What follows belongs to an exercise in optimizing a design on an open flow for small area and a short achievable clock period; a production flow would make more cautious choices.
Function was checked by simulation only, so behaviour that the tests miss may differ from the original.

## finv_pipe
module finv_pipe #(
   parameter int LATENCY = 2
) (
   input  logic        clk,
   input  logic        rst,
   input  logic        valid_in,
   input  logic [31:0] x,
   output logic        valid_out,
   output logic [31:0] y,
   output logic        ovf
);
export LEC_CHECK = 0
export ABC_AREA = 1
export CAP_MARGIN = 20
export CORE_MARGIN = 2
export CORE_UTILIZATION = 40
export CTS_BUF_LIST = sky130_fd_sc_hd__clkbuf_8
export SLEW_MARGIN = 20
export SYNTH_HIERARCHICAL = 1
export SYNTH_MINIMUM_KEEP_SIZE = 0
create_clock -name core_clock -period 125.0 [get_ports {clk}]
standard.sh (not shown) runs the stock make flow with config.mk's settings and CLKGATE_MAP_FILE= SYNTH_SCRIPT=/design/flow/synth_recipe.tcl, a recipe that flattens the netlist after the stock synthesis.
==> flow/flow/run.sh <==
#!/bin/bash
set -euo pipefail
bash standard.sh "BUFFER_PORTS_ARGS=-buffer_cell sky130_fd_sc_hd__buf_2" SETUP_SLACK_MARGIN=92 finish > make.log 2>&1
Next try:
--- a/flow/config.mk
+++ b/flow/config.mk
@@ -12 +11,0 @@
-export CTS_BUF_LIST = sky130_fd_sc_hd__clkbuf_8
Result:
- global-route usage hardly moves
- worst setup slack loses 3.5 ps
- final cell count stays the same
- core utilization came out higher by 0.38 points
- via count stays flat
- die area does not change
Next try:
==> flow/run.sh (new file) <==
#!/bin/bash
# synth_recipe.tcl (not shown) runs the flow's synth.tcl, then flattens the netlist and writes it again
# the make line also repeats each setting of config.mk as NAME=value (left out here)
make -C /OpenROAD-flow-scripts/flow DESIGN_CONFIG=/design/flow/config.mk WORK_HOME=/design/flow/orfs CLKGATE_MAP_FILE= SYNTH_SCRIPT=/design/flow/synth_recipe.tcl finish
--- a/flow/config.mk
+++ b/flow/config.mk
@@ -11,0 +12 @@
+export CTS_BUF_LIST = sky130_fd_sc_hd__clkbuf_8
removed: flow/flow/run.sh
removed: flow/standard.sh
What happened: The new run finished clean; clock-buffer cell count went up by 1; synthesized cell count is unchanged; fmax went down by roughly a tenth; final cell count went down slightly; final area went down by a few percent.
Next try:
==> flow/flow/run.sh (new file) <==
#!/bin/bash
set -euo pipefail
bash standard.sh "BUFFER_PORTS_ARGS=-buffer_cell sky130_fd_sc_hd__buf_2" SETUP_SLACK_MARGIN=93 finish > make.log 2>&1
==> flow/standard.sh (new file) <==
#!/bin/bash
# synth_recipe.tcl (not shown) runs the flow's synth.tcl, then flattens the netlist and writes it again
# the make line also repeats each setting of config.mk as NAME=value (left out here)
make -C /OpenROAD-flow-scripts/flow DESIGN_CONFIG=/design/flow/config.mk WORK_HOME=/design/flow/orfs CLKGATE_MAP_FILE= SYNTH_SCRIPT=/design/flow/synth_recipe.tcl "${@:-finish}"
--- a/flow/config.mk
+++ b/flow/config.mk
@@ -12 +11,0 @@
-export CTS_BUF_LIST = sky130_fd_sc_hd__clkbuf_8
removed: flow/run.sh
Outcome:
- utilization grows by 2.0 points
- setup slack gains 4200 ps
- wire length grows by a few percent
- count of clock-buffer cells in the layout shrinks by 1
- die area is unchanged
- sequential share of layout area shrinks by 0.47 points
- clock skew shrinks by 6.6 ps
- synthesized cell count does not change
- sequential cell count does not change
Next try:
==> flow/flow/run.sh (replaced) <==
#!/bin/bash
set -euo pipefail
bash standard.sh "BUFFER_PORTS_ARGS=-buffer_cell sky130_fd_sc_hd__buf_2" SETUP_SLACK_MARGIN=92 finish > make.log 2>&1
--- a/flow/config.mk
+++ b/flow/config.mk
@@ -8 +8 @@
-export ABC_AREA = 1
+export ABC_AREA = 0
@@ -11,0 +12 @@
+export CTS_BUF_LIST = sky130_fd_sc_hd__clkbuf_8
Outcome:
- first-iteration DRC count rises by a quarter to a third
- worst setup slack is worse by 770 ps
- synthesized area rises by roughly a tenth
- final area rises by roughly a tenth
- wire length rises by a few percent
- flip-flop and latch count does not change

The RTL this note starts from:
==> flow/design.v <==
module finv_pipe #(
   parameter int LATENCY = 2
) (
   input  logic        clk,
   input  logic        rst,
   input  logic        valid_in,
   input  logic [31:0] x,
   output logic        valid_out,
   output logic [31:0] y,
   output logic        ovf
);
   if (LATENCY != 2) begin : g_latency_check
      $error("finv_pipe: only LATENCY=2 is implemented");
   end
   localparam int ND = 12;    
   localparam int W  = 25;    
   localparam int KA = 2;     
   localparam int LB = 11;    
   function automatic logic [3:0] qsel_f(input logic [6:0] s, input logic [6:0] c,
                                         input logic [2:0] d3);
      logic signed [6:0] n, m2, m1, m0, mm1;
      logic ge2, ge1, ge0, gem1;
      n = $signed(s + c);
      m1 = d3[2] ? 7'sd6 : 7'sd4;
      m0 = d3[2] ? -7'sd8 : -7'sd5;
      case (d3)
         3'd0: begin m2 = 7'sd12; mm1 = -7'sd13; end
         3'd1: begin m2 = 7'sd14; mm1 = -7'sd15; end
         3'd2: begin m2 = 7'sd15; mm1 = -7'sd16; end
         3'd3: begin m2 = 7'sd16; mm1 = -7'sd18; end
         3'd4: begin m2 = 7'sd18; mm1 = -7'sd20; end
         3'd5: begin m2 = 7'sd20; mm1 = -7'sd20; end
         3'd6: begin m2 = 7'sd22; mm1 = -7'sd22; end
         default: begin m2 = 7'sd24; mm1 = -7'sd24; end
      endcase
      ge2  = (n >= m2);
      ge1  = (n >= m1);
      ge0  = (n >= m0);
      gem1 = (n >= mm1);
      qsel_f = {ge1, ~ge0, ge2 | ~gem1, (ge1 & ~ge2) | (gem1 & ~ge0)};
   endfunction
   logic        s_a;
   logic [7:0]  e_a;
   logic [22:0] f_a;
   logic [22:0] mf_a;      
   logic        nan_a, inf_a, zro_a;
   logic [7:0]  eb_a;      
   logic [W-1:0] dm_a;
   assign s_a = x[31];
   assign e_a = x[30:23];
   assign f_a = x[22:0];
   always_comb begin
      nan_a = (e_a == 8'hFF) && (f_a != 23'h0);
      zro_a = ((e_a == 8'hFF) && (f_a == 23'h0)) || (e_a == 8'hFE);
      inf_a = (e_a == 8'h00) && (f_a[22:21] == 2'b00);
      if (e_a != 8'h00) begin
         mf_a = f_a;
         eb_a = 8'd253 - e_a;
      end else if (f_a[22]) begin
         mf_a = {f_a[21:0], 1'b0};
         eb_a = 8'd253;
      end else begin
         mf_a = {f_a[20:0], 2'b00};
         eb_a = 8'd254;
      end
   end
   logic [KA+1:0][W-1:0] as, ac;
   logic [KA+1:2][2:0]   qa;
   assign dm_a  = {2'b01, mf_a};
   assign as[1] = ~(mf_a[22] ? dm_a : (dm_a << 1));
   assign ac[1] = W'(1) + (W'(1) << 24);
   for (genvar j = 2; j <= KA + 1; j++) begin : g_arow
      logic [3:0]   q;
      logic [W-1:0] s4, c4, op;
      assign q  = qsel_f(as[j-1][W-1:W-7], ac[j-1][W-1:W-7], mf_a[22:20]);
      assign qa[j] = q[2:0];
      assign s4 = as[j-1] << 2;
      assign c4 = ac[j-1] << 2;
      assign op = ((q[1] ? (dm_a << 1) : '0) | (q[0] ? dm_a : '0)) ^ {W{q[3]}};
      assign as[j] = s4 ^ c4 ^ op;
      assign ac[j] = {(s4[W-2:0] & c4[W-2:0]) | (s4[W-2:0] & op[W-2:0]) | (c4[W-2:0] & op[W-2:0]), q[3]};
   end
   logic         v1, s1, nan1, zro1, inf1;
   logic [7:0]   eb1;
   logic [22:0]  mf1;
   logic [KA+1:2][2:0] qa1;
   always_ff @(posedge clk) begin
      if (rst) v1 <= 1'b0;
      else     v1 <= valid_in;
      s1   <= s_a;
      nan1 <= nan_a;
      zro1 <= zro_a;
      inf1 <= inf_a;
      eb1  <= eb_a;
      mf1  <= mf_a;
      qa1  <= qa;
   end
   logic         s2, nan2, zro2, inf2;
   logic [7:0]   eb2;
   logic [22:0]  mf2;
   logic [W-1:0] ws2;
   logic [W-1:0] wc2;
   logic [LB:2]  qn2, qt2, qo2;
   logic [W-1:0] dm2;
   assign dm2 = {2'b01, mf2};
   logic [W-1:0] dm;
   logic [ND:0][W-1:0] ws, wc;
   logic [ND:0]  qn, q2, q1;    
   assign dm    = {2'b01, mf1};
   assign ws[1] = ~(mf1[22] ? dm : (dm << 1));
   assign wc[1] = W'(1) + (W'(1) << 24);
   for (genvar j = 2; j <= ND; j++) begin : g_row
      logic [3:0]   q;
      logic [W-1:0] s_in, c_in, m, s4, c4, op;
      logic [2:0]   d3;
      if (j == LB + 1) begin : g_c2
         assign s_in = ws2;
         assign c_in = wc2;
      end else begin : g_c1
         assign s_in = ws[j-1];
         assign c_in = wc[j-1];
      end
      assign m  = (j <= LB) ? dm : dm2;
      assign d3 = (j <= LB) ? mf1[22:20] : mf2[22:20];
      if (j <= KA + 1) begin : g_qa
         assign q = {~qa1[j][2] & (qa1[j][1] | qa1[j][0]), qa1[j]};
      end else begin : g_qs
         assign q = qsel_f(s_in[W-1:W-7], c_in[W-1:W-7], d3);
      end
      assign qn[j] = q[2];
      assign q2[j] = q[1];
      assign q1[j] = q[0];
      assign s4 = s_in << 2;
      assign c4 = c_in << 2;
      assign op = ((q[1] ? (m << 1) : '0) | (q[0] ? m : '0)) ^ {W{q[3]}};
      assign ws[j][1:0] = op[1:0];
      assign wc[j][0]   = q[3];
      assign wc[j][2:1] = 2'b00;
      for (genvar i = 2; i < W; i++) begin : g_b
         if (j == 2 || i == 3 || i == 4 || i == W - 1) begin : g_l
            if (i < W - 1) begin : g_c
               assign {wc[j][i+1], ws[j][i]} = 2'(s4[i]) + 2'(c4[i]) + 2'(op[i]);
            end else begin : g_t
               assign ws[j][i] = s4[i] ^ c4[i] ^ op[i];
            end
         end else begin : g_f
            finv_fa u_f (.a(s4[i]), .b(c4[i]), .c(op[i]), .s(ws[j][i]), .co(wc[j][i+1]));
         end
      end
   end
   always_ff @(posedge clk) begin
      if (rst) valid_out <= 1'b0;
      else     valid_out <= v1;
      s2   <= s1;
      nan2 <= nan1;
      zro2 <= zro1;
      inf2 <= inf1;
      eb2  <= eb1;
      mf2  <= mf1;
      ws2  <= ws[LB];
      wc2  <= {wc[LB][W-1:3], 2'b00, wc[LB][0]};
      qn2  <= qn[LB:2];
      qt2  <= q2[LB:2];
      qo2  <= q1[LB:2];
   end
   logic [W+1:0] mx, tp, tm;
   logic         up, dn;
   assign mx = {4'b0001, mf2};
   logic [W-1:0] fs, fc;
   if (LB == ND) begin : g_fr
      assign fs = ws2;
      assign fc = wc2;
   end else begin : g_fw
      assign fs = ws[ND];
      assign fc = wc[ND];
   end
   assign tp = {fs, 2'b00} + {fc, 2'b00} - mx;
   assign tm = {fs, 2'b00} + {fc, 2'b00} + mx;
   assign up = ~tp[W+1];
   assign dn = tm[W+1];
   logic [23:0] pv, nv, sq;
   always_comb begin
      pv = '0;
      nv = '0;
      pv[23:22] = {~mf2[22], mf2[22]};
      for (int j = 2; j <= ND; j++) begin
         if (j <= LB) begin
            pv[2*(ND-j) +: 2] = {qt2[j] & ~qn2[j], qo2[j] & ~qn2[j]};
            nv[2*(ND-j) +: 2] = {qt2[j] & qn2[j], qo2[j] & qn2[j]};
         end else begin
            pv[2*(ND-j) +: 2] = {q2[j] & ~qn[j], q1[j] & ~qn[j]};
            nv[2*(ND-j) +: 2] = {q2[j] & qn[j], q1[j] & qn[j]};
         end
      end
   end
   logic [23:0] sq0, sq1;
   assign sq0 = pv + ~nv;
   assign sq1 = pv + ~nv + 24'd1;
   function automatic logic [32:0] pack(input logic [23:0] sq, input logic b0,
                                        input logic s, input logic nan, input logic inf,
                                        input logic zro, input logic [7:0] eb,
                                        input logic [22:0] mf);
      logic cy, of, uf;
      cy = sq[23];
      of = (eb == 8'd254) && cy;
      uf = (eb == 8'd0) && !cy;
      if (nan)
         pack = {1'b0, s, 8'hFF, 1'b1, mf[21:0]};
      else if (inf || (!zro && of))
         pack = {1'b1, s, 8'hFF, 23'h0};
      else if (!zro && !uf)
         pack = {1'b0, s, cy ? eb + 8'd1 : eb, sq[21:0], b0};
      else
         pack = 33'h0;
   endfunction
   logic [32:0] r0, r1;
   assign r0 = pack(sq0, 1'b1, s2, nan2, inf2, zro2, eb2, mf2);
   assign r1 = pack(sq1, up, s2, nan2, inf2, zro2, eb2, mf2);
   assign {ovf, y} = dn ? r0 : r1;
endmodule
module finv_fa (
   input  logic a,
   input  logic b,
   input  logic c,
   output logic s,
   output logic co
);
   assign s  = a ^ b ^ c;
   assign co = (a & b) | (a & c) | (b & c);
endmodule
clock: 125.0 ns
lec_check: 0
abc_area: 1
cap_margin: 20
core_margin: 2
core_utilization: 40
cts_buf_list: sky130_fd_sc_hd__clkbuf_4 sky130_fd_sc_hd__clkbuf_8
slew_margin: 20
synth_hierarchical: 1
synth_minimum_keep_size: 0
==> flow/flow/run.sh <==
#!/bin/bash
set -euo pipefail
bash standard.sh "BUFFER_PORTS_ARGS=-buffer_cell sky130_fd_sc_hd__buf_2" finish > make.log 2>&1
The starting point went through all stages and came out clean.
==> next run, changes <==
==> flow/flow/run.sh (replaced) <==
#!/bin/bash
set -euo pipefail
bash standard.sh "BUFFER_PORTS_ARGS=-buffer_cell sky130_fd_sc_hd__buf_2" SETUP_SLACK_MARGIN=90 finish > make.log 2>&1
The new run finished with timing, DRC and antenna clean.
Wire length climbs by 0.73%.
First-iteration DRC count rises by about 7%.
Cell area grows by about 1.3%.
Sequential cell count stays the same.
Via count increases by 0.77%.
==> next run, changes <==
- CORE_UTILIZATION: 40 -> 60
Non-clock buffer count shrinks by 2.
Synthesized cell count stays the same.
Utilization grows by 21 points.
Clock-buffer cell count stays the same.
Via count grows by about 4%.
Die area shrinks by 33%.

## static timing again, ports no longer ideal
The flow's constraints put no driver on any port. The routed layouts listed below were extracted and timed again, unchanged, in two steps.
Step 1: set_driving_cell puts a clkbuf_16 on clk and a buf_2 on each other input, an assumption about the parent block.
Step 2, shift: input delay + t, output delay - t, t = (earliest + latest rising clock arrival at the registers) / 2. This alone moves slack from input paths to output paths.
a / b / c = ideal / step 1 / step 2; a / b = the first two.
run	t (ns)	setup slack, ns	worst hold slack (ns)	cell pins on the clock port's net
the first run of note 1	0.611	93.877 / 93.826 / 93.970	0.336 / 0.336 / 0.336	1
the second run of note 1	0.542	93.873 / 93.814 / 93.924	0.329 / 0.329 / 0.329	1
the third run of note 1	0.615	89.733 / 89.733 / 89.733	0.336 / 0.336 / 0.336	1
the fourth run of note 1	0.538	93.902 / 93.846 / 94.384	0.329 / 0.329 / 0.329	1
the fifth run of note 1	0.583	93.136 / 93.085 / 93.641	0.329 / 0.329 / 0.329	1
the first run of note 2	0.565	88.520 / 88.466 / 89.031	0.329 / 0.329 / 0.329	1
the second run of note 2	0.564	90.687 / 90.630 / 91.194	0.330 / 0.330 / 0.330	1
the third run of note 2	0.544	90.533 / 90.486 / 91.030	0.327 / 0.327 / 0.327	1
After both steps every run listed still meets setup and hold.
